This is an optimization exercise on Yosys and OpenROAD, whose aim is small area, a short achievable clock period and few clock cycles, not a production implementation.
Function was checked by simulation only, so behaviour that the tests miss may differ from the original.
Power is estimated from default activity; no workload was simulated.

==> inputs of job 5010 <==
==> flow/design.v <==
`timescale 1ns / 1ps
`default_nettype none
package sfip_pkg;
  localparam int unsigned DEPTH    = 64;
  localparam int unsigned ENTRIES  = DEPTH - 1;
  localparam int unsigned ID_WIDTH = 16;
  localparam int unsigned IDX_W    = (DEPTH > 2) ? $clog2(DEPTH) : 1;
  localparam int unsigned ID_IO_W     = 16;
  localparam int unsigned COUNT_OUT_W = 6;
  localparam logic [IDX_W-1:0] COUNT_MAX = IDX_W'(DEPTH - 1);
  typedef enum logic {
    FUNC_RELEASE  = 1'b0,
    FUNC_ALLOCATE = 1'b1
  } func_e;
  typedef enum logic [1:0] {
    STATUS_OK    = 2'd0,
    STATUS_FULL  = 2'd1,
    STATUS_EMPTY = 2'd2
  } status_e;
  typedef struct packed {
    func_e              func;
    logic [ID_IO_W-1:0] id_in;
  } in_t;
  typedef struct packed {
    status_e                status;
    logic [ID_IO_W-1:0]     id_out;
    logic [COUNT_OUT_W-1:0] count;
  } out_t;
endpackage
`default_nettype wire
`timescale 1ns / 1ps
`default_nettype none
module sfip_mem (
  input  wire logic                                           clk_i,
  input  wire logic                                           rst_ni,
  input  wire logic                                           ins_i,
  input  wire logic                                           rem_i,
  input  wire logic [sfip_pkg::ENTRIES-1:0]                   sel_i,
  input  wire logic [sfip_pkg::ID_WIDTH-1:0]                  wdata_i,
  output logic      [sfip_pkg::ENTRIES-1:0][sfip_pkg::ID_WIDTH-1:0] data_o,
  output logic      [sfip_pkg::ENTRIES-1:0]                   valid_o
);
  localparam int unsigned N = sfip_pkg::ENTRIES;
  logic [N-1:0][sfip_pkg::ID_WIDTH-1:0] data_q;
  logic [N-1:0]                         valid_q;
  for (genvar i = 0; i < N; i++) begin : g_entry
    logic up, put;
    if (i == 0) begin : g_lo
      assign up = 1'b0;
    end else begin : g_hi
      assign up = ins_i && sel_i[i-1];
    end
    assign put = ins_i && sel_i[i];
    always_ff @(posedge clk_i or negedge rst_ni) begin
      if (!rst_ni) begin
        valid_q[i] <= 1'b0;
      end else if (rem_i) begin
        valid_q[i] <= (i + 1 < N) ? valid_q[(i + 1 < N) ? i + 1 : i] : 1'b0;
      end else if (put) begin
        valid_q[i] <= up ? valid_q[(i > 0) ? i - 1 : 0] : 1'b1;
      end
    end
    always_ff @(posedge clk_i) begin
      if (rem_i) begin
        if (i + 1 < N) data_q[i] <= data_q[(i + 1 < N) ? i + 1 : i];
      end else if (put) begin
        data_q[i] <= up ? data_q[(i > 0) ? i - 1 : 0] : wdata_i;
      end
    end
  end
  assign data_o  = data_q;
  assign valid_o = valid_q;
endmodule
`default_nettype wire
`timescale 1ns / 1ps
`default_nettype none
module sorted_free_id_pool_core (
  input  wire logic           clk_i,
  input  wire logic           rst_ni,
  input  wire logic           in_valid_i,
  output logic                in_stall_o,
  input  wire logic [16:0]    in_data_i,
  output logic                out_valid_o,
  input  wire logic           out_stall_i,
  output logic [23:0]         out_data_o
);
  localparam int unsigned N = sfip_pkg::ENTRIES;
  localparam int unsigned W = sfip_pkg::ID_WIDTH;
  sfip_pkg::in_t in_data;
  assign in_data = sfip_pkg::in_t'(in_data_i);
  logic hold;
  logic                      ir_v_q;
  sfip_pkg::func_e           ir_f_q;
  logic [W-1:0]              ir_x_q;
  always_ff @(posedge clk_i or negedge rst_ni) begin
    if (!rst_ni) begin
      ir_v_q <= 1'b0;
    end else if (!hold) begin
      ir_v_q <= in_valid_i;
    end
  end
  always_ff @(posedge clk_i) begin
    if (!hold) begin
      ir_f_q <= in_data.func;
      ir_x_q <= W'(in_data.id_in);
    end
  end
  logic                      op_ins_q, op_rem_q;
  logic [N-1:0]              sel_q;
  logic [W-1:0]              op_x_q;
  logic [N-1:0][W-1:0]       data;
  logic [N-1:0]              valid;
  sfip_mem u_mem (
    .clk_i   (clk_i),
    .rst_ni  (rst_ni),
    .ins_i   (op_ins_q && !hold),
    .rem_i   (op_rem_q && !hold),
    .sel_i   (sel_q),
    .wdata_i (op_x_q),
    .data_o  (data),
    .valid_o (valid)
  );
  logic [N:0]   ge;
  logic         x_ge;      
  logic [N-1:0] sel_d;
  for (genvar i = 0; i < N; i++) begin : g_cmp
    assign ge[i] = !valid[i] || (data[i] >= ir_x_q);
  end
  assign ge[N] = 1'b1;
  assign x_ge  = (op_x_q >= ir_x_q);
  for (genvar i = 0; i < N; i++) begin : g_sel
    if (i == 0) begin : g_lo
      assign sel_d[i] = op_rem_q ? ge[i+1] :
                        (op_ins_q && sel_q[i]) ? x_ge : ge[i];
    end else begin : g_hi
      assign sel_d[i] = op_rem_q ? ge[i+1] :
                        (op_ins_q && sel_q[i-1]) ? ge[i-1] :
                        (op_ins_q && sel_q[i]) ? x_ge : ge[i];
    end
  end
  logic [5:0] cnt_q;
  logic       full, empty, adv;
  assign full  = (cnt_q == 6'(sfip_pkg::COUNT_MAX));
  assign empty = (cnt_q == '0);
  assign adv   = !hold;
  logic                      op_v_q;
  sfip_pkg::func_e           op_f_q;
  always_ff @(posedge clk_i or negedge rst_ni) begin
    if (!rst_ni) begin
      op_v_q   <= 1'b0;
      op_ins_q <= 1'b0;
      op_rem_q <= 1'b0;
      cnt_q    <= '0;
    end else if (adv) begin
      op_v_q   <= ir_v_q;
      op_ins_q <= ir_v_q && (ir_f_q == sfip_pkg::FUNC_RELEASE) && !full;
      op_rem_q <= ir_v_q && (ir_f_q == sfip_pkg::FUNC_ALLOCATE) && !empty;
      if (ir_v_q) begin
        if (ir_f_q == sfip_pkg::FUNC_RELEASE) begin
          if (!full) cnt_q <= cnt_q + 6'd1;
        end else begin
          if (!empty) cnt_q <= cnt_q - 6'd1;
        end
      end
    end
  end
  always_ff @(posedge clk_i) begin
    if (adv) begin
      op_f_q <= ir_f_q;
      op_x_q <= ir_x_q;
      sel_q  <= sel_d;
    end
  end
  sfip_pkg::out_t res;
  always_comb begin
    res.count  = sfip_pkg::COUNT_OUT_W'(cnt_q);
    res.id_out = op_rem_q ? sfip_pkg::ID_IO_W'(data[0]) : '0;
    if (op_f_q == sfip_pkg::FUNC_RELEASE) begin
      res.status = op_ins_q ? sfip_pkg::STATUS_OK : sfip_pkg::STATUS_FULL;
    end else begin
      res.status = op_rem_q ? sfip_pkg::STATUS_OK : sfip_pkg::STATUS_EMPTY;
    end
  end
  logic           out_v_q, skid_v_q, push;
  sfip_pkg::out_t out_q, skid_q;
  assign push = op_v_q && !hold;
  assign hold = skid_v_q;
  always_ff @(posedge clk_i or negedge rst_ni) begin
    if (!rst_ni) begin
      out_v_q  <= 1'b0;
      skid_v_q <= 1'b0;
    end else if (out_v_q && out_stall_i) begin
      skid_v_q <= skid_v_q || push;
    end else begin
      out_v_q  <= skid_v_q || push;
      skid_v_q <= 1'b0;
    end
  end
  always_ff @(posedge clk_i) begin
    if (out_v_q && out_stall_i) begin
      if (!skid_v_q) skid_q <= res;
    end else begin
      out_q <= skid_v_q ? skid_q : res;
    end
  end
  assign in_stall_o  = hold;
  assign out_valid_o = out_v_q;
  assign out_data_o  = out_q;
endmodule
`default_nettype wire
==> flow/run.sh <==
#!/bin/bash
# synth_recipe.tcl (not shown) runs the flow's synth.tcl, then flattens the netlist and writes it again
# the make line also repeats each setting of config.mk as NAME=value (left out here)
make -C /OpenROAD-flow-scripts/flow DESIGN_CONFIG=/design/flow/config.mk WORK_HOME=/design/flow/orfs CLKGATE_MAP_FILE= SYNTH_SCRIPT=/design/flow/synth_recipe.tcl finish
==> flow/config.mk <==
export PLATFORM = sky130hd
export DESIGN_NAME = sorted_free_id_pool_core
export DESIGN_NICKNAME = sorted_free_id_pool_core
export VERILOG_FILES = /design/flow/design.v
export SDC_FILE = /design/flow/constraint.sdc
export NUM_CORES = 4
export LEC_CHECK = 0
export CAP_MARGIN = 20
export CORE_MARGIN = 2
export CORE_UTILIZATION = 40
export SLEW_MARGIN = 20
==> flow/constraint.sdc <==
create_clock -name core_clock -period 5.0 [get_ports {clk_i}]
set_input_delay 1.0000 -clock core_clock [delete_from_list [all_inputs] [get_ports {clk_i}]]
set_output_delay 1.0000 -clock core_clock [all_outputs]
set_load 0.01 [all_outputs]
==> inputs of job 8941, as changes to job 5010 <==
==> flow/design.v (replaced) <==
`timescale 1ns / 1ps
`default_nettype none
package sfip_pkg;
  localparam int unsigned DEPTH    = 64;
  localparam int unsigned ENTRIES  = DEPTH - 1;
  localparam int unsigned ID_WIDTH = 16;
  localparam int unsigned IDX_W    = (DEPTH > 2) ? $clog2(DEPTH) : 1;
  localparam int unsigned ID_IO_W     = 16;
  localparam int unsigned COUNT_OUT_W = 6;
  localparam logic [IDX_W-1:0] COUNT_MAX = IDX_W'(DEPTH - 1);
  typedef enum logic {
    FUNC_RELEASE  = 1'b0,
    FUNC_ALLOCATE = 1'b1
  } func_e;
  typedef enum logic [1:0] {
    STATUS_OK    = 2'd0,
    STATUS_FULL  = 2'd1,
    STATUS_EMPTY = 2'd2
  } status_e;
  typedef struct packed {
    func_e              func;
    logic [ID_IO_W-1:0] id_in;
  } in_t;
  typedef struct packed {
    status_e                status;
    logic [ID_IO_W-1:0]     id_out;
    logic [COUNT_OUT_W-1:0] count;
  } out_t;
  function automatic logic id_ge(input logic [ID_WIDTH-1:0] a, input logic [ID_WIDTH-1:0] b);
    logic [ID_WIDTH-1:0] g, p;
    g    = a & ~b;
    p    = a | ~b;
    g[0] = p[0];
    for (int w = 1; w < ID_WIDTH; w = w * 2) begin
      for (int k = 0; k + w < ID_WIDTH; k = k + 2 * w) begin
        g[k] = g[k + w] | (p[k + w] & g[k]);
        p[k] = p[k + w] & p[k];
      end
    end
    id_ge = g[0];
  endfunction
endpackage
`default_nettype wire
`timescale 1ns / 1ps
`default_nettype none
module sfip_mem (
  input  wire logic                                           clk_i,
  input  wire logic                                           ins_i,
  input  wire logic                                           rem_i,
  input  wire logic [sfip_pkg::ENTRIES-1:0]                   sel_i,
  input  wire logic [sfip_pkg::ID_WIDTH-1:0]                  wdata_i,
  output logic      [sfip_pkg::ENTRIES-1:0][sfip_pkg::ID_WIDTH-1:0] data_o
);
  localparam int unsigned N = sfip_pkg::ENTRIES;
  logic [N-1:0][sfip_pkg::ID_WIDTH-1:0] data_q;
  for (genvar i = 0; i < N; i++) begin : g_entry
    logic up, put, keep;
    logic [sfip_pkg::ID_WIDTH-1:0] below, above;
    if (i == 0) begin : g_lo
      assign up    = 1'b0;
      assign below = '0;
    end else begin : g_hi
      assign up    = ins_i && sel_i[i-1];
      assign below = data_q[i-1];
    end
    if (i + 1 < N) begin : g_nt
      assign above = data_q[i+1];
    end else begin : g_top
      assign above = '0;
    end
    assign put  = ins_i && sel_i[i] && !up;
    assign keep = !(ins_i && sel_i[i]) && !rem_i;
    always_ff @(posedge clk_i) begin
      data_q[i] <= ({sfip_pkg::ID_WIDTH{up}} & below) | ({sfip_pkg::ID_WIDTH{put}} & wdata_i) |
                   ({sfip_pkg::ID_WIDTH{rem_i}} & above) | ({sfip_pkg::ID_WIDTH{keep}} & data_q[i]);
    end
  end
  assign data_o = data_q;
endmodule
`default_nettype wire
`timescale 1ns / 1ps
`default_nettype none
module sorted_free_id_pool_core (
  input  wire logic           clk_i,
  input  wire logic           rst_ni,
  input  wire logic           in_valid_i,
  output logic                in_stall_o,
  input  wire logic [16:0]    in_data_i,
  output logic                out_valid_o,
  input  wire logic           out_stall_i,
  output logic [23:0]         out_data_o
);
  localparam int unsigned N = sfip_pkg::ENTRIES;
  localparam int unsigned W = sfip_pkg::ID_WIDTH;
  sfip_pkg::in_t in_data;
  assign in_data = sfip_pkg::in_t'(in_data_i);
  logic out_v_q, hold;
  assign hold = out_v_q && out_stall_i;
  logic                      op_v_q, op_ins_q, op_rem_q;
  sfip_pkg::func_e           op_f_q;
  logic [N-1:0]              sel_q;
  logic [W-1:0]              op_x_q;
  logic [N-1:0][W-1:0]       data;
  logic [N-1:0]              valid;
  sfip_mem u_mem (
    .clk_i   (clk_i),
    .ins_i   (op_ins_q && !hold),
    .rem_i   (op_rem_q && !hold),
    .sel_i   (sel_q),
    .wdata_i (op_x_q),
    .data_o  (data)
  );
  logic [5:0] cnt_st_q;
  for (genvar i = 0; i < N; i++) begin : g_valid
    assign valid[i] = (6'(i) < cnt_st_q);
  end
  logic [W-1:0] x;
  logic [N:0]   ge;
  logic         x_ge;      
  logic [N-1:0] sel_d;
  assign x = W'(in_data.id_in);
  for (genvar i = 0; i < N; i++) begin : g_cmp
    assign ge[i] = !valid[i] || sfip_pkg::id_ge(data[i], x);
  end
  assign ge[N] = 1'b1;
  assign x_ge  = sfip_pkg::id_ge(op_x_q, x);
  for (genvar i = 0; i < N; i++) begin : g_sel
    if (i == 0) begin : g_lo
      assign sel_d[i] = op_rem_q ? ge[i+1] :
                        (op_ins_q && sel_q[i]) ? x_ge : ge[i];
    end else begin : g_hi
      assign sel_d[i] = op_rem_q ? ge[i+1] :
                        (op_ins_q && sel_q[i-1]) ? ge[i-1] :
                        (op_ins_q && sel_q[i]) ? x_ge : ge[i];
    end
  end
  logic [5:0] cnt_q;
  logic       full, empty;
  assign full  = (cnt_q == 6'(sfip_pkg::COUNT_MAX));
  assign empty = (cnt_q == '0);
  always_ff @(posedge clk_i or negedge rst_ni) begin
    if (!rst_ni) begin
      op_v_q   <= 1'b0;
      op_ins_q <= 1'b0;
      op_rem_q <= 1'b0;
      cnt_q    <= '0;
      cnt_st_q <= '0;
    end else if (!hold) begin
      cnt_st_q <= cnt_q;
      op_v_q   <= in_valid_i;
      op_ins_q <= in_valid_i && (in_data.func == sfip_pkg::FUNC_RELEASE) && !full;
      op_rem_q <= in_valid_i && (in_data.func == sfip_pkg::FUNC_ALLOCATE) && !empty;
      if (in_valid_i) begin
        if (in_data.func == sfip_pkg::FUNC_RELEASE) begin
          if (!full) cnt_q <= cnt_q + 6'd1;
        end else begin
          if (!empty) cnt_q <= cnt_q - 6'd1;
        end
      end
    end
  end
  always_ff @(posedge clk_i) begin
    if (!hold) begin
      op_f_q <= in_data.func;
      op_x_q <= x;
      sel_q  <= sel_d;
    end
  end
  sfip_pkg::out_t res;
  always_comb begin
    res.count  = sfip_pkg::COUNT_OUT_W'(cnt_q);
    res.id_out = op_rem_q ? sfip_pkg::ID_IO_W'(data[0]) : '0;
    if (op_f_q == sfip_pkg::FUNC_RELEASE) begin
      res.status = op_ins_q ? sfip_pkg::STATUS_OK : sfip_pkg::STATUS_FULL;
    end else begin
      res.status = op_rem_q ? sfip_pkg::STATUS_OK : sfip_pkg::STATUS_EMPTY;
    end
  end
  sfip_pkg::out_t out_q, out;
  always_ff @(posedge clk_i or negedge rst_ni) begin
    if (!rst_ni) begin
      out_v_q <= 1'b0;
    end else if (!hold) begin
      out_v_q <= op_v_q;
    end
  end
  always_ff @(posedge clk_i) begin
    if (!hold) begin
      out_q <= res;
    end
  end
  assign in_stall_o  = hold;
  assign out_valid_o = out_v_q;
  always_comb begin
    out        = out_q;
    out.count  = sfip_pkg::COUNT_OUT_W'(cnt_st_q);
  end
  assign out_data_o  = out;
endmodule
`default_nettype wire
--- a/flow/config.mk
+++ b/flow/config.mk
@@ -9,3 +9,7 @@
 export CORE_MARGIN = 2
-export CORE_UTILIZATION = 40
+export CORE_UTILIZATION = 35
+export CTS_CLUSTER_DIAMETER = 80
+export CTS_CLUSTER_SIZE = 20
+export PLACE_DENSITY = 0.45
+export SETUP_SLACK_MARGIN = 2.2
 export SLEW_MARGIN = 20
==> summary.txt <==
quantity                                                                          job 5010                  job 8941
Top flip-flop cell by instance count after synthesis             sky130_fd_sc_hd__edfxtp_1  sky130_fd_sc_hd__dfxtp_1
Met3 WL                                                                          21,600 um                 31,300 um
Library cells used by synthesis                                                         80                        88
Placed standard-cell area                                                       0.0871 mm2                0.0678 mm2
Clock latency reported for the late side of the worst-skew pair                     810 ps                    800 ps
Initial core utilization                                                             0.401                     0.352
Post-synth design cell area                                                     0.0839 mm2                0.0635 mm2
Design area                                                                     0.0917 mm2                0.0752 mm2
Placed wire-length estimate                                                     190,000 um                223,000 um
Delay of the slowest cell on the worst path                                         710 ps                    320 ps
Overall die area                                                                 0.213 mm2                 0.185 mm2
Capturing element of the worst setup path                                        sel_q[17]                 sel_q[47]
Outcome                                                                     finished clean            finished clean
Multiplexer share of the synthesized area                                            0.120                   0.00321
Via density                                                                           6.12                      6.77
Sequential cell area                                                            0.0365 mm2                0.0235 mm2
Clock share of power                                                                 0.148                     0.187
Worst clock skew on the final layout                                               36.8 ps                   37.4 ps
Post-CTS setup repair buffer count                                                       0                        89
Testbench counts of job 5010, summed over its fixed seeds: cycles 6,424.
Testbench counts of job 8941, summed over its fixed seeds: cycles 6,416.

## static timing again, ports no longer ideal
No port has a modelled driver above. Below, the same layouts with a new extraction and two added sets of constraints.
Step 1 assumes that a clkbuf_16 drives the clock port and a buf_2 every other input.
Step 2 times the ports against the registers' clock, not the clock port: input delays grow and output delays shrink by t, the midpoint of the rising clock arrivals with the driver on.
a / b / c = no drivers / after step 1 / after step 2; a / b = the first two.
run | t (ns) | slack for setup (ns) | worst setup path at the end | latest minus earliest clock arrival (ns) | worst register clock-pin slew, ns
job 5010 | 0.876 | 0.982 / 0.982 / 0.982 | register to register | 0.040 / 0.040 | 0.07 / 0.07
job 8941 | 0.863 | 1.820 / 1.731 / 0.868 | input to register | 0.038 / 0.038 | 0.09 / 0.09
After both steps setup and hold are still met in every run listed. For job 8941, which loses most, drivers alone change the setup slack by -0.089 ns; drivers and shift together by -0.952 ns.
